Source: an optimization exercise on an open RTL-to-GDS flow (aim: small area and few clock cycles per item). Production flows keep margins and buffers that such runs may drop. Where RTL was checked, it was by simulation tests only, not by an equivalence proof against the original. The RTL of runs 2 to 5 was laid out without a check of its function. Power figures rest on the tool's default switching activity, not on a simulated workload.

==> flow/design.v (outline; a module is shown in full before it is edited, if it fits) <==
// module vector_mac_pipe: 2488 lines
// module vmac_fa: 10 lines
// module vmac_oai: 9 lines
// module vmac_xnor: 7 lines
module vector_mac_pipe #(
    parameter int DATA_W = 16,
    parameter int FRAC   = 12,
    parameter int LEN    = 3
) (
    input  logic                  clk,
    input  logic                  rst,
    input  logic                  in_valid,
    output logic                  in_ready,
    input  logic [LEN*DATA_W-1:0] in_a,
    input  logic [LEN*DATA_W-1:0] in_b,
    input  logic                  in_first,
    input  logic                  in_last,
    output logic                  out_valid,
    input  logic                  out_ready,
    output logic [DATA_W-1:0]     out_data
);
  // ...
==> flow/flow/run.sh <==
#!/bin/bash
# The standard layout, with the port buffers made of the smallest buffer
# cell instead of the one buffer_ports picks by default; repair_design still
# upsizes any that need it.
set -euo pipefail
export BUFFER_PORTS_ARGS="-buffer_cell sky130_fd_sc_hd__buf_1"
bash standard.sh > standard.log 2>&1
==> flow/standard.sh <==
#!/bin/bash
# synth_recipe.tcl (not shown) runs the flow's synth.tcl, then flattens the netlist and writes it again
# the make line also repeats each setting of config.mk as NAME=value (left out here)
make -C /OpenROAD-flow-scripts/flow DESIGN_CONFIG=/design/flow/config.mk WORK_HOME=/design/flow/orfs CLKGATE_MAP_FILE= SYNTH_SCRIPT=/design/flow/synth_recipe.tcl "${@:-finish}"
==> flow/config.mk <==
export PLATFORM = sky130hd
export DESIGN_NAME = vector_mac_pipe
export DESIGN_NICKNAME = vector_mac_pipe
export VERILOG_FILES = /design/flow/design.v
export SDC_FILE = /design/flow/constraint.sdc
export NUM_CORES = 4
export LEC_CHECK = 0
export CAP_MARGIN = 20
export CORE_MARGIN = 2
export CORE_UTILIZATION = 40
export SLEW_MARGIN = 20
export SYNTH_HIERARCHICAL = 1
export SYNTH_MINIMUM_KEEP_SIZE = 0
==> flow/constraint.sdc <==
create_clock -name core_clock -period 7.0 [get_ports {clk}]
set_input_delay 1.4000 -clock core_clock [delete_from_list [all_inputs] [get_ports {clk}]]
set_output_delay 1.4000 -clock core_clock [all_outputs]
set_load 0.01 [all_outputs]
==> impl_metrics.json, run 1 <==
{
  "critPathKind": "in -> reg",
  "grt_util_met2_pct": 39.5,
  "synth_commonest_cells": "xnor2_1, o22ai_1, fa_1, edfxtp_1, inv_1",
  "synth_top_area_cell": "fa_1",
  "cp_max_fo": 22,
  "critPathArrivalTime_ps": 6630,
  "power_switching_uw": 5320,
  "hpwl_um": 45400,
  "clock_power_uw": 500,
  "finalPower_uw": 11400,
  "utilization_pct": 45.7,
  "clockBufferDepth": 2,
  "setup_violations": 0,
  "cts_buffers": 9,
  "io_pins": 120,
  "critPathSlowestCell": "fa_1",
  "seq_area_share_pct": 10.5,
  "die_h_um": 212,
  "synth_top_family_by_area": "adder cells",
  "slew_headroom_pct": 38.5,
  "reg2reg_to": "out_data[15]",
  "antenna_cells": 0,
  "powerSeq_uw": 1560,
  "p_clk_share_pct": 4.4,
  "drt_pass1_iterations": 5,
  "dr.max_layer_used": "met4",
  "slew_violations": 0,
  "pwr-share-seq_pct": 13.7,
  "status": "finished clean",
  "internal_power_uw": 6080,
  "std_cell_rows": 76,
  "path_delay_family": "adder cells",
  "rsz0062_at_grt": "no",
  "dominant_cells": "multi-input gates",
  "vias": 13600,
  "grt_max_degree": 37,
  "clock_sinks": 70,
  "placed_cell_area_um2": 19200,
  "min_path_type": "reg -> reg",
  "drt_iter0_markers": 1234,
  "antenna_left": 0,
  "cellPowerDensity_nw_per_um2": 583,
  "cp_cell_sequence": "buf_1 -> buf_4 -> nor3b_1 -> a21oi_1 -> o22ai_1 -> fa_1 -> fa_1 -> fa_1 -> fa_1 -> fa_1 -> fa_1 -> fa_1 -> fa_1 -> fa_1 -> ha_1 -> nand4_1 -> o41ai_1"
}
Testbench counts, summed over its fixed seeds: cycles 16,639, items 16,000.
==> run 2, diff against run 1 <==
--- a/flow/design.v
+++ b/flow/design.v
@@ -1674,50 +1674,50 @@
     wire s429, c430;
     vmac_fa u_s429 (.a(p6), .b(p22), .c(p38), .s(s429), .co(c430));
     wire s431, c432;
     vmac_fa u_s431 (.a(c426), .b(s429), .c(c428), .s(s431), .co(c432));
     wire s433, c434;
     vmac_fa u_s433 (.a(p7), .b(p23), .c(p39), .s(s433), .co(c434));
     wire s435, c436;
     vmac_fa u_s435 (.a(p55), .b(p72), .c(c430), .s(s435), .co(c436));
-    wire s437, c438;
-    vmac_fa u_s437 (.a(s433), .b(s435), .c(c432), .s(s437), .co(c438));
+    wire s437 = s433 ^ s435;
+    wire c438 = s433 & s435;
     wire s439, c440;
     vmac_fa u_s439 (.a(p8), .b(p24), .c(p40), .s(s439), .co(c440));
     wire s441, c442;
     vmac_fa u_s441 (.a(p56), .b(c434), .c(s439), .s(s441), .co(c442));
     wire s443, c444;
     vmac_fa u_s443 (.a(c436), .b(s441), .c(c438), .s(s443), .co(c444));
     wire s445, c446;
     vmac_fa u_s445 (.a(p9), .b(p25), .c(p41), .s(s445), .co(c446));
     wire s447, c448;
     vmac_fa u_s447 (.a(p57), .b(p73), .c(p90), .s(s447), .co(c448));
     wire s449, c450;
     vmac_fa u_s449 (.a(c440), .b(s445), .c(s447), .s(s449), .co(c450));
-    wire s451, c452;
-    vmac_fa u_s451 (.a(c442), .b(s449), .c(c444), .s(s451), .co(c452));
+    wire s451 = c442 ^ s449;
+    wire c452 = c442 & s449;
     wire s453, c454;
     vmac_fa u_s453 (.a(p10), .b(p26), .c(p42), .s(s453), .co(c454));
     wire s455, c456;
     vmac_fa u_s455 (.a(p58), .b(p74), .c(c446), .s(s455), .co(c456));
     wire s457, c458;
     vmac_fa u_s457 (.a(c448), .b(s453), .c(c450), .s(s457), .co(c458));
     wire s459, c460;
-    vmac_fa u_s459 (.a(s455), .b(s457), .c(c452), .s(s459), .co(c460));
+    vmac_fa u_s459 (.a(s455), .b(c452), .c(s457), .s(s459), .co(c460));
     wire s461, c462;
     vmac_fa u_s461 (.a(p11), .b(p27), .c(p43), .s(s461), .co(c462));
     wire s463, c464;
     vmac_fa u_s463 (.a(p59), .b(p75), .c(p91), .s(s463), .co(c464));
     wire s465, c466;
     vmac_fa u_s465 (.a(p108), .b(c454), .c(s461), .s(s465), .co(c466));
     wire s467, c468;
     vmac_fa u_s467 (.a(s463), .b(c456), .c(s465), .s(s467), .co(c468));
-    wire s469, c470;
-    vmac_fa u_s469 (.a(c458), .b(s467), .c(c460), .s(s469), .co(c470));
+    wire s469 = c458 ^ s467;
+    wire c470 = c458 & s467;
     wire s471, c472;
     vmac_fa u_s471 (.a(p12), .b(p28), .c(p44), .s(s471), .co(c472));
     wire s473, c474;
     vmac_fa u_s473 (.a(p60), .b(p76), .c(p92), .s(s473), .co(c474));
     wire s475, c476;
     vmac_fa u_s475 (.a(c462), .b(c464), .c(s471), .s(s475), .co(c476));
     wire s477, c478;
     vmac_fa u_s477 (.a(s473), .b(c466), .c(s475), .s(s477), .co(c478));
@@ -1734,50 +1734,50 @@
     wire s489, c490;
     vmac_fa u_s489 (.a(p146), .b(p162), .c(p178), .s(s489), .co(c490));
     wire s491, c492;
     vmac_fa u_s491 (.a(c486), .b(s489), .c(c488), .s(s491), .co(c492));
     wire s493, c494;
     vmac_fa u_s493 (.a(p147), .b(p163), .c(p179), .s(s493), .co(c494));
     wire s495, c496;
     vmac_fa u_s495 (.a(p195), .b(p212), .c(c490), .s(s495), .co(c496));
-    wire s497, c498;
-    vmac_fa u_s497 (.a(s493), .b(s495), .c(c492), .s(s497), .co(c498));
+    wire s497 = s493 ^ s495;
+    wire c498 = s493 & s495;
     wire s499, c500;
     vmac_fa u_s499 (.a(p148), .b(p164), .c(p180), .s(s499), .co(c500));
     wire s501, c502;
     vmac_fa u_s501 (.a(p196), .b(c494), .c(s499), .s(s501), .co(c502));
     wire s503, c504;
     vmac_fa u_s503 (.a(c496), .b(s501), .c(c498), .s(s503), .co(c504));
     wire s505, c506;
     vmac_fa u_s505 (.a(p149), .b(p165), .c(p181), .s(s505), .co(c506));
     wire s507, c508;
     vmac_fa u_s507 (.a(p197), .b(p213), .c(p230), .s(s507), .co(c508));
     wire s509, c510;
     vmac_fa u_s509 (.a(c500), .b(s505), .c(s507), .s(s509), .co(c510));
-    wire s511, c512;
-    vmac_fa u_s511 (.a(c502), .b(s509), .c(c504), .s(s511), .co(c512));
+    wire s511 = c502 ^ s509;
+    wire c512 = c502 & s509;
     wire s513, c514;
     vmac_fa u_s513 (.a(p150), .b(p166), .c(p182), .s(s513), .co(c514));
     wire s515, c516;
     vmac_fa u_s515 (.a(p198), .b(p214), .c(c506), .s(s515), .co(c516));
     wire s517, c518;
     vmac_fa u_s517 (.a(c508), .b(s513), .c(c510), .s(s517), .co(c518));
     wire s519, c520;
-    vmac_fa u_s519 (.a(s515), .b(s517), .c(c512), .s(s519), .co(c520));
+    vmac_fa u_s519 (.a(s515), .b(c512), .c(s517), .s(s519), .co(c520));
     wire s521, c522;
     vmac_fa u_s521 (.a(p151), .b(p167), .c(p183), .s(s521), .co(c522));
     wire s523, c524;
     vmac_fa u_s523 (.a(p199), .b(p215), .c(p231), .s(s523), .co(c524));
     wire s525, c526;
     vmac_fa u_s525 (.a(p248), .b(c514), .c(s521), .s(s525), .co(c526));
     wire s527, c528;
     vmac_fa u_s527 (.a(s523), .b(c516), .c(s525), .s(s527), .co(c528));
-    wire s529, c530;
-    vmac_fa u_s529 (.a(c518), .b(s527), .c(c520), .s(s529), .co(c530));
+    wire s529 = c518 ^ s527;
+    wire c530 = c518 & s527;
     wire s531, c532;
     vmac_fa u_s531 (.a(p152), .b(p168), .c(p184), .s(s531), .co(c532));
     wire s533, c534;
     vmac_fa u_s533 (.a(p200), .b(p216), .c(p232), .s(s533), .co(c534));
     wire s535, c536;
     vmac_fa u_s535 (.a(c522), .b(c524), .c(s531), .s(s535), .co(c536));
     wire s537, c538;
     vmac_fa u_s537 (.a(s533), .b(c526), .c(s535), .s(s537), .co(c538));
@@ -1794,50 +1794,50 @@
     wire s549, c550;
     vmac_fa u_s549 (.a(p286), .b(p302), .c(p318), .s(s549), .co(c550));
     wire s551, c552;
     vmac_fa u_s551 (.a(c546), .b(s549), .c(c548), .s(s551), .co(c552));
     wire s553, c554;
     vmac_fa u_s553 (.a(p287), .b(p303), .c(p319), .s(s553), .co(c554));
     wire s555, c556;
     vmac_fa u_s555 (.a(p335), .b(p352), .c(c550), .s(s555), .co(c556));
-    wire s557, c558;
-    vmac_fa u_s557 (.a(s553), .b(s555), .c(c552), .s(s557), .co(c558));
+    wire s557 = s553 ^ s555;
+    wire c558 = s553 & s555;
     wire s559, c560;
     vmac_fa u_s559 (.a(p288), .b(p304), .c(p320), .s(s559), .co(c560));
     wire s561, c562;
     vmac_fa u_s561 (.a(p336), .b(c554), .c(s559), .s(s561), .co(c562));
     wire s563, c564;
     vmac_fa u_s563 (.a(c556), .b(s561), .c(c558), .s(s563), .co(c564));
     wire s565, c566;
     vmac_fa u_s565 (.a(p289), .b(p305), .c(p321), .s(s565), .co(c566));
     wire s567, c568;
     vmac_fa u_s567 (.a(p337), .b(p353), .c(p370), .s(s567), .co(c568));
     wire s569, c570;
     vmac_fa u_s569 (.a(c560), .b(s565), .c(s567), .s(s569), .co(c570));
-    wire s571, c572;
-    vmac_fa u_s571 (.a(c562), .b(s569), .c(c564), .s(s571), .co(c572));
+    wire s571 = c562 ^ s569;
+    wire c572 = c562 & s569;
     wire s573, c574;
     vmac_fa u_s573 (.a(p290), .b(p306), .c(p322), .s(s573), .co(c574));
     wire s575, c576;
     vmac_fa u_s575 (.a(p338), .b(p354), .c(c566), .s(s575), .co(c576));
     wire s577, c578;
     vmac_fa u_s577 (.a(c568), .b(s573), .c(c570), .s(s577), .co(c578));
     wire s579, c580;
-    vmac_fa u_s579 (.a(s575), .b(s577), .c(c572), .s(s579), .co(c580));
+    vmac_fa u_s579 (.a(s575), .b(c572), .c(s577), .s(s579), .co(c580));
     wire s581, c582;
     vmac_fa u_s581 (.a(p291), .b(p307), .c(p323), .s(s581), .co(c582));
     wire s583, c584;
     vmac_fa u_s583 (.a(p339), .b(p355), .c(p371), .s(s583), .co(c584));
     wire s585, c586;
     vmac_fa u_s585 (.a(p388), .b(c574), .c(s581), .s(s585), .co(c586));
     wire s587, c588;
     vmac_fa u_s587 (.a(s583), .b(c576), .c(s585), .s(s587), .co(c588));
-    wire s589, c590;
-    vmac_fa u_s589 (.a(c578), .b(s587), .c(c580), .s(s589), .co(c590));
+    wire s589 = c578 ^ s587;
+    wire c590 = c578 & s587;
     wire s591, c592;
     vmac_fa u_s591 (.a(p292), .b(p308), .c(p324), .s(s591), .co(c592));
     wire s593, c594;
     vmac_fa u_s593 (.a(p340), .b(p356), .c(p372), .s(s593), .co(c594));
     wire s595, c596;
     vmac_fa u_s595 (.a(c582), .b(c584), .c(s591), .s(s595), .co(c596));
     wire s597, c598;
     vmac_fa u_s597 (.a(s593), .b(c586), .c(s595), .s(s597), .co(c598));
@@ -2086,18 +2086,18 @@
     wire s841, c842;
     vmac_fa u_s841 (.a(c796), .b(s833), .c(s835), .s(s841), .co(c842));
     wire s843, c844;
     vmac_fa u_s843 (.a(s837), .b(c798), .c(c800), .s(s843), .co(c844));
     wire s845, c846;
     vmac_fa u_s845 (.a(s839), .b(c802), .c(s841), .s(s845), .co(c846));
     wire s847, c848;
     vmac_fa u_s847 (.a(c804), .b(s843), .c(s845), .s(s847), .co(c848));
-    wire s849, c850;
-    vmac_fa u_s849 (.a(c806), .b(s847), .c(c808), .s(s849), .co(c850));
+    wire s849 = c806 ^ s847;
+    wire c850 = c806 & s847;
     wire s851, c852;
     vmac_fa u_s851 (.a(p35), .b(p51), .c(p67), .s(s851), .co(c852));
     wire s853, c854;
     vmac_fa u_s853 (.a(p83), .b(p99), .c(p115), .s(s853), .co(c854));
     wire s855, c856;
     vmac_fa u_s855 (.a(p130), .b(p175), .c(p191), .s(s855), .co(c856));
     wire s857, c858;
     vmac_fa u_s857 (.a(p207), .b(p223), .c(p239), .s(s857), .co(c858));
@@ -2348,30 +2348,30 @@
     wire s1103, c1104;
     vmac_fa u_s1103 (.a(c1084), .b(c1086), .c(c1088), .s(s1103), .co(c1104));
     wire s1105, c1106;
     vmac_fa u_s1105 (.a(s1099), .b(s1101), .c(c1090), .s(s1105), .co(c1106));
     wire s1107, c1108;
     vmac_fa u_s1107 (.a(c1092), .b(s1103), .c(c1094), .s(s1107), .co(c1108));
     wire s1109, c1110;
     vmac_fa u_s1109 (.a(s1105), .b(c1096), .c(s1107), .s(s1109), .co(c1110));
-    wire [11:0] lx0 = {c470, s469, s459, s451, s443, s437, s431, s427, s423, s421, p2, p1};
-    wire [11:0] ly0 = {s479, 1'b0, 1'b0, 1'b0, 1'b0, 1'b0, 1'b0, 1'b0, 1'b0, 1'b0, 1'b0, p18};
+    wire [11:0] lx0 = {c470, c460, s459, c444, s443, c432, s431, s427, s423, s421, p2, p1};
+    wire [11:0] ly0 = {s479, s469, 1'b0, s451, 1'b0, s437, 1'b0, 1'b0, 1'b0, 1'b0, 1'b0, p18};
     wire [12:0] lz0 = {1'b0, lx0} + {1'b0, ly0};
     assign lc[0] = lz0[12];
-    wire [11:0] lx1 = {c530, s529, s519, s511, s503, s497, s491, s487, s483, s481, p142, p141};
-    wire [11:0] ly1 = {s539, 1'b0, 1'b0, 1'b0, 1'b0, 1'b0, 1'b0, 1'b0, 1'b0, 1'b0, 1'b0, p158};
+    wire [11:0] lx1 = {c530, c520, s519, c504, s503, c492, s491, s487, s483, s481, p142, p141};
+    wire [11:0] ly1 = {s539, s529, 1'b0, s511, 1'b0, s497, 1'b0, 1'b0, 1'b0, 1'b0, 1'b0, p158};
     wire [12:0] lz1 = {1'b0, lx1} + {1'b0, ly1};
     assign lc[1] = lz1[12];
-    wire [11:0] lx2 = {c590, s589, s579, s571, s563, s557, s551, s547, s543, s541, p282, p281};
-    wire [11:0] ly2 = {s599, 1'b0, 1'b0, 1'b0, 1'b0, 1'b0, 1'b0, 1'b0, 1'b0, 1'b0, 1'b0, p298};
+    wire [11:0] lx2 = {c590, c580, s579, c564, s563, c552, s551, s547, s543, s541, p282, p281};
+    wire [11:0] ly2 = {s599, s589, 1'b0, s571, 1'b0, s557, 1'b0, 1'b0, 1'b0, 1'b0, 1'b0, p298};
     wire [12:0] lz2 = {1'b0, lx2} + {1'b0, ly2};
     assign lc[2] = lz2[12];
-    assign hx = {c1098 ^ s1109, c1082, c1064, c1042, c1018, c990, c960, c926, c890, c850, s849, c764, c720, c676, c638, s637};
-    assign hy = {s1097, s1081, s1063, s1041, s1017, s989, s959, s925, s889, 1'b0, s807, s763, s719, s675, 1'b0};
+    assign hx = {c1098 ^ s1109, c1082, c1064, c1042, c1018, c990, c960, c926, c890, c850, c808, c764, c720, c676, c638, s637};
+    assign hy = {s1097, s1081, s1063, s1041, s1017, s989, s959, s925, s889, s849, s807, s763, s719, s675, 1'b0};
     wire p1111 = base[0];
     wire p1112 = base[1];
     wire p1113 = base[2];
     wire p1114 = base[3];
     wire p1115 = base[4];
     wire p1116 = base[5];
     wire p1117 = base[6];
     wire p1118 = base[7];
@@ -2420,38 +2420,38 @@
     wire s1161, c1162;
     vmac_fa u_s1161 (.a(c1156), .b(s1159), .c(c1158), .s(s1161), .co(c1162));
     wire s1163, c1164;
     vmac_fa u_s1163 (.a(s1_hx[9]), .b(s1_hy[9]), .c(p1120), .s(s1163), .co(c1164));
     wire s1165, c1166;
     vmac_fa u_s1165 (.a(c1160), .b(s1163), .c(c1162), .s(s1165), .co(c1166));
     wire s1167, c1168;
     vmac_fa u_s1167 (.a(s1_hx[10]), .b(s1_hy[10]), .c(p1121), .s(s1167), .co(c1168));
-    wire s1169, c1170;
-    vmac_fa u_s1169 (.a(c1164), .b(s1167), .c(c1166), .s(s1169), .co(c1170));
+    wire s1169 = c1164 ^ s1167;
+    wire c1170 = c1164 & s1167;
     wire s1171, c1172;
     vmac_fa u_s1171 (.a(s1_hx[11]), .b(s1_hy[11]), .c(p1122), .s(s1171), .co(c1172));
     wire s1173, c1174;
     vmac_fa u_s1173 (.a(c1168), .b(s1171), .c(c1170), .s(s1173), .co(c1174));
     wire s1175, c1176;
     vmac_fa u_s1175 (.a(s1_hx[12]), .b(s1_hy[12]), .c(p1123), .s(s1175), .co(c1176));
-    wire s1177 = c1172 ^ s1175;
-    wire c1178 = c1172 & s1175;
+    wire s1177, c1178;
+    vmac_fa u_s1177 (.a(c1172), .b(s1175), .c(c1174), .s(s1177), .co(c1178));
     wire s1179, c1180;
     vmac_fa u_s1179 (.a(s1_hx[13]), .b(s1_hy[13]), .c(p1124), .s(s1179), .co(c1180));
     wire s1181, c1182;
     vmac_fa u_s1181 (.a(c1176), .b(s1179), .c(c1178), .s(s1181), .co(c1182));
     wire s1183, c1184;
     vmac_fa u_s1183 (.a(s1_hx[14]), .b(s1_hy[14]), .c(p1125), .s(s1183), .co(c1184));
     wire s1185, c1186;
     vmac_fa u_s1185 (.a(c1180), .b(s1183), .c(c1182), .s(s1185), .co(c1186));
     wire s1187, c1188;
     vmac_fa u_s1187 (.a(s1_hx[15]), .b(p1126), .c(c1184), .s(s1187), .co(c1188));
-    wire [15:0] zx = {c1186, s1185, s1181, c1174, s1173, s1169, s1165, s1161, s1157, s1153, s1149, c1142, s1141, s1137, s1133, s1127};
-    wire [15:0] zy = {s1187, 1'b0, 1'b0, s1177, 1'b0, 1'b0, 1'b0, 1'b0, 1'b0, 1'b0, 1'b0, s1145, 1'b0, 1'b0, 1'b0, s1129};
+    wire [15:0] zx = {c1186, s1185, s1181, s1177, s1173, c1166, s1165, s1161, s1157, s1153, s1149, c1142, s1141, s1137, s1133, s1127};
+    wire [15:0] zy = {s1187, 1'b0, 1'b0, 1'b0, 1'b0, s1169, 1'b0, 1'b0, 1'b0, 1'b0, 1'b0, s1145, 1'b0, 1'b0, 1'b0, s1129};
     assign nxt = zx + zy;
     logic s1_valid, s1_first, s1_last;
     logic pend, zb, take, can2, out_free, move, direct;
     assign out_free = !out_valid || out_ready;
     assign can2     = !pend || out_free;
     assign in_ready = !s1_valid || can2;
     assign take     = s1_valid && can2;
     assign move     = pend && out_free;
==> impl_metrics.json, run 2 <==
{
  "status": "finished clean",
  "place_congestion": 0.929,
  "routed_wl_um": 51600,
  "synth_seq_cells": 71,
  "drc": 0,
  "slew_headroom_pct": 38.2,
  "tightest_slew_ps": 928,
  "antenna_found_initial": 2,
  "die_area_um2": 45100,
  "cap_violations": 0,
  "synth_commonest_cells": "xnor2_1, o22ai_1, fa_1, edfxtp_1, inv_1",
  "final_cell_mix": "xnor2_1, o22ai_1, fa_1, buf_1, buf_4",
  "fin_crit_ps": 6200,
  "slew_violations": 0,
  "synth_cells": 1538,
  "grt_util_met1_pct": 31.0,
  "drt_pass1_iterations": 5,
  "critPathArrivalTime_ps": 6270,
  "antenna_cells": 0,
  "first_global_vias": 14200,
  "syn_to_final_growth_pct": 12.3,
  "peakVddDrop_mv": 0.487,
  "crit_required_ps": 7070,
  "die_h_um": 212,
  "critPathKind": "in -> reg",
  "synth_top_area_cell": "fa_1",
  "io_buffers": 119,
  "grt-ovfl-total": 0,
  "yosys.cell_types.count": 40,
  "antenna_left": 0,
  "hpwl_um": 45100,
  "core_area_um2": 43000,
  "synth.avg_cell_area_um2": 11.3,
  "clock_sinks": 71,
  "finalSetupTns_ps": 0,
  "final_common_cell": "xnor2_1",
  "synth_area_leaders": "fa_1, xnor2_1, o22ai_1",
  "top_regs": "acc x16, out_data x16, s1_hx x16",
  "cp-end-kind": "register",
  "fin_skew_ps": 6.73,
  "drt-wirelength-per-cell_um": 22.1,
  "synth_ff_type": "edfxtp_1",
  "synth.most_common_cell": "xnor2_1",
  "drt_iter0_markers": 1155,
  "drive_above_1_share_pct": 6.55,
  "synth_warnings": 7,
  "cts_resized": 0,
  "post-route-period-util_pct": 88.6,
  "grt_util_met2_pct": 39.8,
  "start_util_pct": 40.4,
  "clkLatencyLatePin_ps": 340,
  "clockBufferDepth": 2,
  "fillers": 4134,
  "p_leak_uw": 0.00691,
  "yosysTopAreaCellShare_pct": 41.7,
  "startpoint_type": "input pin",
  "multi_input_area_um2": 15100,
  "cts_buffers": 9,
  "ys_seq_area_share_pct": 12.0,
  "die_w_um": 212,
  "track_usage_pct": 23.5,
  "cellPowerDensity_nw_per_um2": 587,
  "std_cell_rows": 76,
  "top_usage_layer": "met2",
  "synth_edf_count": 67,
  "final_nets": 2266,
  "clockRootBuffer": "clkbuf_16",
  "max_freq_mhz": 161,
  "syn_area_um2": 17400,
  "dp_slack_ps": 435,
  "min_path_type": "reg -> reg",
  "cts_setup_buffers": 0,
  "cp_max_fo": 17,
  "rsz0062_at_grt": "no",
  "synthArstFlopShare_pct": 0,
  "ctsHoldBuffers": 0,
  "worst_slack_ps": 798,
  "finalHoldViolations": 0,
  "globalRouteMet3Util_pct": 3.04,
  "ff_latch_area_um2": 2090,
  "cts_tree": "done",
  "setup_violations": 0,
  "clkTransAtPathRegs_ps": 50,
  "grt_pass1_wl_um": 81100,
  "h-tree-depth": 3,
  "grt_max_degree": 38,
  "drt-vias-per-instance": 5.82,
  "vias": 13600,
  "io_pins": 120
}
run 2: cell count changes after synthesis, sizes merged, moves of 3 or more:
cell	previous run	this run
nor2	6	17
o21bai	3	6
or3	0	3
a21oi	25	30
o41ai	3	0
a31oi	1	10
ha	32	51
o21ai	0	6
fa	372	362
nand2	14	22
mux2	16	6
xnor2	389	384
run 2: worst paths after layout:
path              slack (ps)  depth (start not counted)           end  startpoint
hold / removal           470                          1            zb          zb
setup reg to reg        1630                         14  out_data[11]    s1_first
hold reg to reg          470                          1            zb          zb
setup / recovery         800                         13      s1_hy[6]    in_b[41]
run 2: critical path, stage by stage:
cell,delay (ps)
buf_1,140
ha_1,220
nand2b_1,160
inv_1,630
xnor2_1,210
o22ai_1,300
fa_1,490
fa_1,440
fa_1,460
fa_1,420
fa_1,410
fa_1,570
fa_1,420
run 2: cell families (layout without fill, tap and decap cells):
logic type | Yosys count | count (layout) | share of synthesized area (%)
AND/OR/NAND/NOR | 150 | 150 | 5.03
multiplexers | 6 | 6 | 0.389
flip-flops | 71 | 71 | 12.0
buffers and inverters | 55 | 273 | 1.19
adder cells (fa/ha/maj) | 413 | 413 | 45.4
AO/OA/AOI/OAI | 454 | 454 | 16.4
XOR/XNOR | 387 | 387 | 19.5
other | 2 | 2 | 0.0432
run 2: through the flow:
step	cells	util, %	power [uW]	area [um2]	hold WS (ps)
after CTS	2341	45.4	11500	19500	466
after floorplan	1538	-	7720	17400	436
after global routing	2341	45.4	12700	19500	499
final	2341	45.4	11500	19500	465
after detailed placement	2325	44.7	11000	19200	455
after global placement	2325	44.7	10600	19200	445
run 2: final cells by class:
| type | instances | share of cell area, % |
|---|---|---|
| tap | 585 | 3.75 |
| clock inverter | 3 | 0.205 |
| inverter | 52 | 1.00 |
| multi-input combinational | 1412 | 77.3 |
| sequential | 71 | 10.7 |
| clock buffer | 13 | 1.38 |
| timing repair buffer | 205 | 5.60 |
run 2: modules after synthesis, one instance, submodules excluded:
module           flops+latches  area [um2]  cells inside  copies in the design
vmac_oai                     0        6.26             1                   378
vmac_fa                      0        20.0             1                   362
vmac_xnor                    0        8.76             1                   378
vector_mac_pipe             71        4460           420                     1
run 2: power breakdown:
part	total [uW]	switching, uW	leakage, uW	internal, uW
clock network	469	165	0.000156	304
registers	1550	75.9	0.000703	1480
logic	9440	5210	0.00606	4230
total	11500	5450	0.00691	6010
run 2: layer usage:
metal,vias up,wire [um],part of all wire [%]
met5,-,13,0.025
li1,6088,-,-
met1,6866,21600,42
met3,106,3520,6.8
met4,2,2040,4.0
met2,559,24400,47
==> run 3, diff against run 2 <==
--- a/flow/config.mk
+++ b/flow/config.mk
@@ -9,4 +9,5 @@
 export CORE_MARGIN = 2
 export CORE_UTILIZATION = 40
+export CTS_BUF_LIST = sky130_fd_sc_hd__clkbuf_4
 export SLEW_MARGIN = 20
 export SYNTH_HIERARCHICAL = 1
==> impl_metrics.json, run 3 <==
{
  "drt_pass1_iterations": 5,
  "peakVddDrop_mv": 0.477,
  "synth_edf_count": 67,
  "drc": 0,
  "setup_violations": 0,
  "io_buffers": 119,
  "drt-wirelength-per-cell_um": 22.0,
  "max_freq_mhz": 163,
  "io_pins": 120,
  "top_regs": "acc x16, out_data x16, s1_hx x16",
  "core_area_um2": 43000,
  "grt-ovfl-total": 0,
  "yosysTopAreaCellShare_pct": 41.7,
  "antenna_left": 0,
  "final_common_cell": "xnor2_1",
  "vias": 13600,
  "synth_ff_type": "edfxtp_1",
  "clockBufferDepth": 2,
  "critPathKind": "in -> reg",
  "cts_resized": 0,
  "cap_violations": 0,
  "synth.most_common_cell": "xnor2_1",
  "routed_wl_um": 51600,
  "synth_top_area_cell": "fa_1",
  "hp-start": "zb",
  "clkTransAtPathRegs_ps": 110,
  "synth_area_leaders": "fa_1, xnor2_1, o22ai_1",
  "startpoint": "in_b[41]",
  "synthArstFlopShare_pct": 0,
  "post-route-period-util_pct": 87.7,
  "fin_skew_ps": 17.9,
  "slew_headroom_pct": 39.2,
  "die_area_um2": 45100,
  "synth_cells": 1538,
  "fin_crit_ps": 6140,
  "start_util_pct": 40.4,
  "final_nets": 2266,
  "clockRootBuffer": "clkbuf_4",
  "synth.avg_cell_area_um2": 11.3,
  "slew_violations": 0,
  "min_path_type": "reg -> reg",
  "cellPowerDensity_nw_per_um2": 582,
  "std_cell_rows": 76,
  "rsz0062_at_grt": "no",
  "cts_buffers": 9,
  "synth_commonest_cells": "xnor2_1, o22ai_1, fa_1, edfxtp_1, inv_1",
  "clock_sinks": 71,
  "status": "finished clean",
  "ctsHoldBuffers": 0,
  "grt_max_degree": 38,
  "cts_setup_buffers": 0,
  "syn_to_final_growth_pct": 11.3,
  "tightest_slew_ps": 911,
  "die_h_um": 212,
  "track_usage_pct": 23.6,
  "fillers": 4159,
  "cp-end-kind": "register",
  "cts_tree": "done",
  "fin_hold_ws_ps": 479,
  "first_global_vias": 14200,
  "hpwl_um": 45100,
  "synth_warnings": 7,
  "p_leak_uw": 0.00683,
  "syn_area_um2": 17400,
  "place_congestion": 0.929,
  "critPathArrivalTime_ps": 6300,
  "startpoint_type": "input pin",
  "drive_above_1_share_pct": 6.44,
  "drt-vias-per-instance": 5.79,
  "cp_max_fo": 17,
  "finalHoldViolations": 0,
  "drt_iter0_markers": 1155,
  "synth_seq_cells": 71,
  "grt_pass1_wl_um": 81600,
  "finalSetupTns_ps": 0,
  "final_cell_mix": "xnor2_1, o22ai_1, fa_1, buf_1, buf_4",
  "h-tree-depth": 3,
  "crit_required_ps": 7160,
  "die_w_um": 212,
  "ys_seq_area_share_pct": 12.0,
  "yosys.cell_types.count": 40,
  "rr_startpoint": "s1_first",
  "antenna_found_initial": 2,
  "clkLatencyLatePin_ps": 430
}
## run 3: final timing paths
path / cells past startpoint / slack [ps] / end
setup / recovery: 13 / 860 / s1_hy[6]
hold reg to reg: 1 / 480 / zb
setup reg to reg: 14 / 1610 / out_data[11]
hold / removal: 1 / 480 / zb
## run 3: through the flow
step | setup WS, ps | cell area (um2) | instances | utilization [%] | power, uW
final | 864 | 19300 | 2342 | 45.0 | 11200
after detailed placement | 435 | 19200 | 2325 | 44.7 | 11000
after floorplan | 936 | 17400 | 1538 | - | 7720
after global placement | 513 | 19200 | 2325 | 44.7 | 10600
after CTS | 912 | 19300 | 2341 | 45.0 | 11200
after global routing | 752 | 19300 | 2342 | 45.0 | 12500
## run 3: layout make-up
cell class / instances / area (um2) / share of cell area (%)
multi-input combinational: 1412 / 15100 / 78.1
antenna: 1 / 2.50 / 0.0129
timing repair buffer: 205 / 1090 / 5.65
clock inverter: 6 / 51.3 / 0.265
inverter: 52 / 195 / 1.01
sequential: 71 / 2090 / 10.8
clock buffer: 10 / 75.1 / 0.388
tap: 585 / 732 / 3.79
## run 3: cell families (layout without fill, tap and decap cells)
group / Yosys count / in the layout / synth area share, %
AOI/OAI and AO/OA: 454 / 454 / 16.4
adders and majority gates: 413 / 413 / 45.4
xor gates and xnor gates: 387 / 387 / 19.5
and+or+nand+nor: 150 / 150 / 5.03
DFF: 71 / 71 / 12.0
buffers and inverters: 55 / 273 / 1.19
muxes: 6 / 6 / 0.389
other: 2 / 3 / 0.0432
## run 3: critical path, stage by stage
cell and delay, ps:
buf_1 140, ha_1 220, nand2b_1 160, inv_1 640
xnor2_1 210, o22ai_1 310, fa_1 490, fa_1 440
fa_1 460, fa_1 420, fa_1 420, fa_1 570
fa_1 410
## run 3: layer usage
layer	routed length, um	part of all wire (%)	GRT usage (%)	vias up
li1	-	-	-	6084
met1	22200	43	32.0	6852
met2	24900	48	40.6	559
met3	3030	5.9	1.79	72
met4	1430	2.8	7.07	2
met5	16	0.031	0	-
## run 3: modules after synthesis (local to each module, per instance)
| module | cell area (um2) | times used | cells inside | flip-flops and latches |
|---|---|---|---|---|
| vector_mac_pipe | 4460 | 1 | 420 | 71 |
| vmac_fa | 20.0 | 362 | 1 | 0 |
| vmac_oai | 6.26 | 378 | 1 | 0 |
| vmac_xnor | 8.76 | 378 | 1 | 0 |
## run 3: power breakdown
part	leakage (uW)	switching [uW]	internal, uW
sequential	0.000703	75.7	1480
clock	0.0000727	140	108
combinational	0.00606	5220	4230
==> run 4, diff against run 3 <==
--- a/flow/config.mk
+++ b/flow/config.mk
@@ -9,5 +9,5 @@
 export CORE_MARGIN = 2
 export CORE_UTILIZATION = 40
-export CTS_BUF_LIST = sky130_fd_sc_hd__clkbuf_4
+export CTS_BUF_LIST = sky130_fd_sc_hd__clkbuf_8
 export SLEW_MARGIN = 20
 export SYNTH_HIERARCHICAL = 1
==> impl_metrics.json, run 4 <==
{
  "timing.critical_path.mode_cell": "fa_1",
  "fin_crit_ps": 6200,
  "synth_ff_type": "edfxtp_1",
  "drt_iter0_markers": 1131,
  "place_congestion": 0.929,
  "routed_wl_um": 51500,
  "synth_seq_cells": 71,
  "vias": 13600,
  "internal_power_uw": 5890,
  "cellPowerDensity_nw_per_um2": 583,
  "multi_input_area_um2": 15100,
  "fin_skew_ps": 9.67,
  "synth_top_area_cell": "fa_1",
  "startpoint_type": "input pin",
  "track_usage_pct": 23.6,
  "clkTransAtPathRegs_ps": 70,
  "ys_seq_area_share_pct": 12.0,
  "ff_latch_area_um2": 2090,
  "cts_resized": 0,
  "cts_setup_buffers": 0,
  "clockRootBuffer": "clkbuf_8",
  "finalSetupTns_ps": 0,
  "yosysTopAreaCellShare_pct": 41.7,
  "std_cell_rows": 76,
  "first_global_vias": 14200,
  "clock_sinks": 71,
  "critPathArrivalTime_ps": 6290,
  "slew_headroom_pct": 38.5,
  "top_regs": "acc x16, out_data x16, s1_hx x16",
  "yosys.cell_types.count": 40,
  "cts_buffers": 9,
  "crit_required_ps": 7090,
  "cp_cell_sequence": "buf_1 -> ha_1 -> nand2b_1 -> inv_1 -> xnor2_1 -> o22ai_1 -> fa_1 -> fa_1 -> fa_1 -> fa_1 -> fa_1 -> fa_1 -> fa_1",
  "synth_compound_area_share_pct": 16.4,
  "die_area_um2": 45100,
  "die_h_um": 212,
  "syn_to_final_growth_pct": 11.7,
  "p_leak_uw": 0.00687,
  "synth_xor_area_share_pct": 19.5,
  "synth-adder-area-share_pct": 45.4,
  "synth.avg_cell_area_um2": 11.3,
  "syn_area_um2": 17400,
  "pwr-share-seq_pct": 13.7,
  "final_common_cell": "xnor2_1",
  "comb_power_share_pct": 83.3,
  "die_w_um": 212,
  "slew_violations": 0,
  "drt-wirelength-per-cell_um": 22.0,
  "post-route-period-util_pct": 88.6,
  "io_buffers": 119,
  "min_path_type": "reg -> reg",
  "h-tree-depth": 3,
  "synthArstFlopShare_pct": 0,
  "antenna_left": 0,
  "critPathKind": "in -> reg",
  "drc": 0,
  "critPathMaxStageDelay_ps": 630,
  "grt_max_degree": 38,
  "tightest_slew_ps": 922,
  "status": "finished clean",
  "core_area_um2": 43000,
  "grt-ovfl-total": 0,
  "clockBufferDepth": 2,
  "cap_violations": 0,
  "p_sw_share_pct": 48.0,
  "cts_tree": "done",
  "p_clk_share_pct": 3.0,
  "fillers": 4143,
  "finalHoldViolations": 0,
  "fin_hold_ws_ps": 468,
  "start_util_pct": 40.4,
  "cp-end-kind": "register",
  "power_switching_uw": 5430,
  "final_nets": 2266,
  "antenna_cells": 0,
  "max_freq_mhz": 161,
  "setup_violations": 0,
  "clkLatencyLatePin_ps": 360,
  "synth_cells": 1538,
  "synth_warnings": 7,
  "synthMuxAreaShare_pct": 0.389,
  "final_cell_mix": "xnor2_1, o22ai_1, fa_1, buf_1, buf_4",
  "antenna_found_initial": 1,
  "critPathSlowestCell": "inv_1",
  "drt-vias-per-instance": 5.80,
  "synth_edf_count": 67,
  "io_pins": 120,
  "peakVddDrop_mv": 0.497,
  "grt_pass1_wl_um": 81100,
  "ctsHoldBuffers": 0,
  "synth-simple-area-share_pct": 5.03,
  "synth_area_leaders": "fa_1, xnor2_1, o22ai_1",
  "synth_commonest_cells": "xnor2_1, o22ai_1, fa_1, edfxtp_1, inv_1",
  "cp_max_fo": 17,
  "drive_above_1_share_pct": 6.55,
  "synth.most_common_cell": "xnor2_1",
  "synth_top_family_by_area": "adder cells",
  "drt_pass1_iterations": 5,
  "hpwl_um": 45100,
  "rsz0062_at_grt": "no"
}
## run 4: worst max-delay path: cells and delay by family
kind | cells | cell delay, ps
fa+ha+maj | 8 | 3440
buf+inv | 2 | 770
compound gates | 1 | 310
xor+xnor | 1 | 210
simple gates | 1 | 160
## run 4: power by group through the flow
stage | clock network, uW | logic (uW) | registers [uW]
after floorplan | 0 | 6160 | 1560
after detailed placement | 0 | 9410 | 1570
after CTS | 347 | 9420 | 1560
after global routing | 364 | 10600 | 1570
final | 341 | 9430 | 1550
after global placement | 0 | 8990 | 1560
## run 4: path summary, 6_finish.rpt
| path | from | end | slack, ps | depth (start not counted) |
|---|---|---|---|---|
| hold reg to reg | zb | zb | 470 | 1 |
| setup / recovery | in_b[41] | s1_hy[6] | 800 | 13 |
| hold / removal | zb | zb | 470 | 1 |
| setup reg to reg | s1_first | out_data[11] | 1640 | 14 |
## run 4: final cells by class
| class | instances | share of cell area (%) |
|---|---|---|
| well taps | 585 | 3.77 |
| inverters | 52 | 1.01 |
| clock buffers | 12 | 0.851 |
| clock inverters | 4 | 0.226 |
| flip-flops and latches | 71 | 10.8 |
| repair buffers | 205 | 5.63 |
| multi-input cells | 1412 | 77.7 |
## run 4: logic make-up (layout without fill, tap and decap cells)
kind of cell               count (synthesis)  count (layout)
buffers and inverters                     55             273
other                                      2               2
muxes                                      6               6
xor gates and xnor gates                 387             387
DFF                                       71              71
AOI/OAI and AO/OA                        454             454
adders and majority gates                413             413
and+or+nand+nor                          150             150
## run 4: routing by layer
| layer | vias up | wire length [um] | global-route usage (%) |
|---|---|---|---|
| met5 | - | 13 | 0 |
| met4 | 2 | 1960 | 8.66 |
| met2 | 544 | 24500 | 39.8 |
| li1 | 6080 | - | - |
| met3 | 108 | 3280 | 2.73 |
| met1 | 6850 | 21800 | 31.3 |
## run 4: per-module statistics from Yosys, one instance, submodules excluded
module / area, um2 / copies in the design / flops+latches
vmac_xnor: 8.76 / 378 / 0
vector_mac_pipe: 4460 / 1 / 71
vmac_oai: 6.26 / 378 / 0
vmac_fa: 20.0 / 362 / 0
## run 4: stage by stage
stage / cells / power [uW] / setup WS [ps] / instance area (um2) / utilization, %
detailed placement: 2325 / 11000 / 435 / 19200 / 44.7
finish: 2341 / 11300 / 800 / 19400 / 45.2
floorplan: 1538 / 7720 / 936 / 17400 / -
global placement: 2325 / 10600 / 513 / 19200 / 44.7
global route: 2341 / 12600 / 656 / 19400 / 45.2
CTS: 2341 / 11300 / 819 / 19400 / 45.2
==> run 5, diff against run 4 <==
--- a/flow/config.mk
+++ b/flow/config.mk
@@ -9,5 +9,5 @@
 export CORE_MARGIN = 2
 export CORE_UTILIZATION = 40
-export CTS_BUF_LIST = sky130_fd_sc_hd__clkbuf_8
+export GPL_TIMING_DRIVEN = 0
 export SLEW_MARGIN = 20
 export SYNTH_HIERARCHICAL = 1
==> impl_metrics.json, run 5 <==
{
  "drt-vias-per-instance": 5.92,
  "grt_max_degree": 33,
  "grt-ovfl-total": 0,
  "antenna_found_initial": 0,
  "yosysTopAreaCellShare_pct": 41.7,
  "rr_startpoint": "s1_first",
  "path_delay_family": "adder cells",
  "first_global_vias": 13700,
  "place_congestion": 0.928,
  "vias": 13400,
  "yosys.cell_types.count": 40,
  "synth_seq_cells": 71,
  "die_area_um2": 45100,
  "critPathMaxStageDelay_ps": 600,
  "finalPower_uw": 11400,
  "drc": 0,
  "drt_iter0_markers": 1181,
  "clock_sinks": 71,
  "ctsHoldBuffers": 0,
  "cts_setup_buffers": 0,
  "timing.critical_path.mode_cell": "fa_1",
  "slew_headroom_pct": 31.9,
  "clkTransAtPathRegs_ps": 50,
  "startpoint": "in_b[1]",
  "std_cell_rows": 76,
  "cp-end-kind": "register",
  "layout.cells.non_filler": 2261,
  "synth_area_leaders": "fa_1, xnor2_1, o22ai_1",
  "finalHoldViolations": 0,
  "rr_worst_depth": 14,
  "final_nets": 2186,
  "antenna_left": 0,
  "synth_commonest_cells": "xnor2_1, o22ai_1, fa_1, edfxtp_1, inv_1",
  "synth_edf_count": 67,
  "cap_violations": 0,
  "final_common_cell": "xnor2_1",
  "hpwl_um": 42400,
  "core_area_um2": 43000,
  "rsz0062_at_grt": "no",
  "crit_buf_inv": 2,
  "tightest_slew_ps": 1020,
  "status": "finished clean",
  "clockRootBuffer": "clkbuf_16",
  "syn_to_final_growth_pct": 8.97,
  "cts_resized": 0,
  "critPathKind": "in -> reg",
  "reg2reg_to": "out_data[11]",
  "synth_cells": 1538,
  "synth_warnings": 7,
  "fin_crit_ps": 6540,
  "clkLatencyLatePin_ps": 330,
  "start_util_pct": 40.4,
  "synth_top_area_cell": "fa_1",
  "fin_skew_ps": 8.09,
  "io_pins": 120,
  "grt_pass1_wl_um": 77500,
  "track_usage_pct": 22.3,
  "cts_buffers": 9,
  "ys_seq_area_share_pct": 12.0,
  "p_leak_uw": 0.00652,
  "cellPowerDensity_nw_per_um2": 603,
  "setup_violations": 0,
  "endpoint": "s1_hy[6]",
  "h-tree-depth": 3,
  "antenna_cells": 0,
  "finalSetupTns_ps": 0,
  "drt_pass1_iterations": 6,
  "synthArstFlopShare_pct": 0,
  "startpoint_type": "input pin",
  "post-route-period-util_pct": 93.5,
  "clockBufferDepth": 2,
  "critPathArrivalTime_ps": 6610,
  "placed_cells": 2245,
  "io_buffers": 119,
  "die_w_um": 212,
  "max_freq_mhz": 153,
  "critPathSlowestCell": "inv_1",
  "r2r_slack_ps": 1850,
  "drt-wirelength-per-cell_um": 21.8,
  "synth.avg_cell_area_um2": 11.3,
  "cp_max_fo": 23,
  "die_h_um": 212,
  "synth_ff_type": "edfxtp_1",
  "finalInstanceArea_um2": 18900,
  "final_cell_mix": "xnor2_1, o22ai_1, fa_1, buf_1, edfxtp_1",
  "path_depth": 13,
  "crit_required_ps": 7060,
  "top_regs": "acc x16, out_data x16, s1_hx x16",
  "fillers": 4175,
  "drive_above_1_share_pct": 3.10,
  "peakVddDrop_mv": 0.510,
  "synth.most_common_cell": "xnor2_1",
  "min_path_type": "reg -> reg",
  "placed_cell_area_um2": 18700,
  "cp_cell_sequence": "buf_2 -> ha_1 -> nand2b_1 -> inv_1 -> xnor2_1 -> o22ai_1 -> fa_1 -> fa_1 -> fa_1 -> fa_1 -> fa_1 -> fa_1 -> fa_1",
  "syn_area_um2": 17400,
  "slew_violations": 0,
  "routed_wl_um": 49400,
  "cts_tree": "done"
}
run 5: report_power, final:
part | internal, uW | switching, uW | leakage, uW
combinational | 4200 | 5260 | 0.00569
sequential | 1480 | 80.9 | 0.000703
clock | 236 | 160 | 0.000124
run 5: how the worst min path moves through the flow:
stage | startpoint | slack, ps | cells after the start | endpoint
finish | zb | 470 | 1 | zb
global route | zb | 490 | 1 | zb
detailed placement | zb | 460 | 1 | zb
floorplan | zb | 440 | 1 | zb
CTS | zb | 470 | 1 | zb
global placement | zb | 440 | 1 | zb
run 5: cell type report:
class / count / area (um2) / share of cell area, %
multi-input cells: 1412 / 15200 / 80.1
flip-flops and latches: 71 / 2090 / 11.0
well taps: 585 / 732 / 3.86
repair buffers: 122 / 485 / 2.56
clock buffers: 11 / 233 / 1.23
inverters: 52 / 195 / 1.03
clock inverters: 5 / 25.0 / 0.132
plain buffers: 3 / 11.3 / 0.0595
run 5: per-layer routing:
| layer | vias to the layer above | share of wire, % | track usage (%) |
|---|---|---|---|
| met1 | 6775 | 41 | 30.2 |
| met2 | 594 | 47 | 36.8 |
| met4 | 0 | 3.3 | 7.84 |
| met3 | 72 | 8.1 | 3.25 |
| met5 | - | 0 | 0 |
| li1 | 5946 | - | - |
run 5: kinds of logic after synthesis:
logic type	share of synthesized area (%)
compound gates	16.4
xor+xnor	19.5
fa+ha+maj	45.4
buf+inv	1.19
flops	12.0
mux	0.389
other cells	0.0432
simple gates	5.03
run 5: per-module statistics from Yosys (local to each module, per instance):
| module | area [um2] | cells | copies in the design |
|---|---|---|---|
| vmac_oai | 6.26 | 1 | 378 |
| vector_mac_pipe | 4460 | 420 | 1 |
| vmac_fa | 20.0 | 1 | 362 |
| vmac_xnor | 8.76 | 1 | 378 |
run 5: through the flow:
step           util, %  hold slack [ps]  setup slack (ps)
3_5_place_dp      43.4              455               115
6_report          44.1              467               458
5_1_grt           44.1              489               260
3_3_place_gp      43.2              444              -384
4_1_cts           44.0              468               457
2_1_floorplan        -              436               936

afterwards: timing with drivers on the ports:
No port has a modelled driver above. Below, the same layouts with a new extraction and two added sets of constraints. Step 1 (the two cells are an assumption about what drives the block):
set clk [get_ports {clk}]
set_driving_cell -lib_cell sky130_fd_sc_hd__clkbuf_16 $clk
set_driving_cell -lib_cell sky130_fd_sc_hd__buf_2 [delete_from_list [all_inputs] $clk]
Step 2 times the ports against the registers' clock, not the clock port: input delays grow and output delays shrink by t, the midpoint of the rising clock arrivals with the driver on. Three values: no drivers, after step 1, after step 2; two values: the first two.
| run | t, ns | setup WS [ns] | latest minus earliest clock arrival (ns) | pins driven straight from the clock port |
|---|---|---|---|---|
| run 1 | 0.377 | 0.510 / 0.536 / 0.159 | 0.016 / 0.016 | 1 |
| run 2 | 0.368 | 0.798 / 0.814 / 0.446 | 0.007 / 0.007 | 1 |
| run 3 | 0.460 | 0.864 / 0.882 / 0.422 | 0.023 / 0.023 | 1 |
| run 4 | 0.394 | 0.800 / 0.819 / 0.425 | 0.013 / 0.013 | 1 |
| run 5 | 0.364 | 0.458 / 0.478 / 0.114 | 0.008 / 0.008 | 1 |
After both steps setup and hold are still met in every run listed. The setup slack of run 3, which loses most, moves by +0.018 ns with the drivers and by -0.442 ns with both steps.
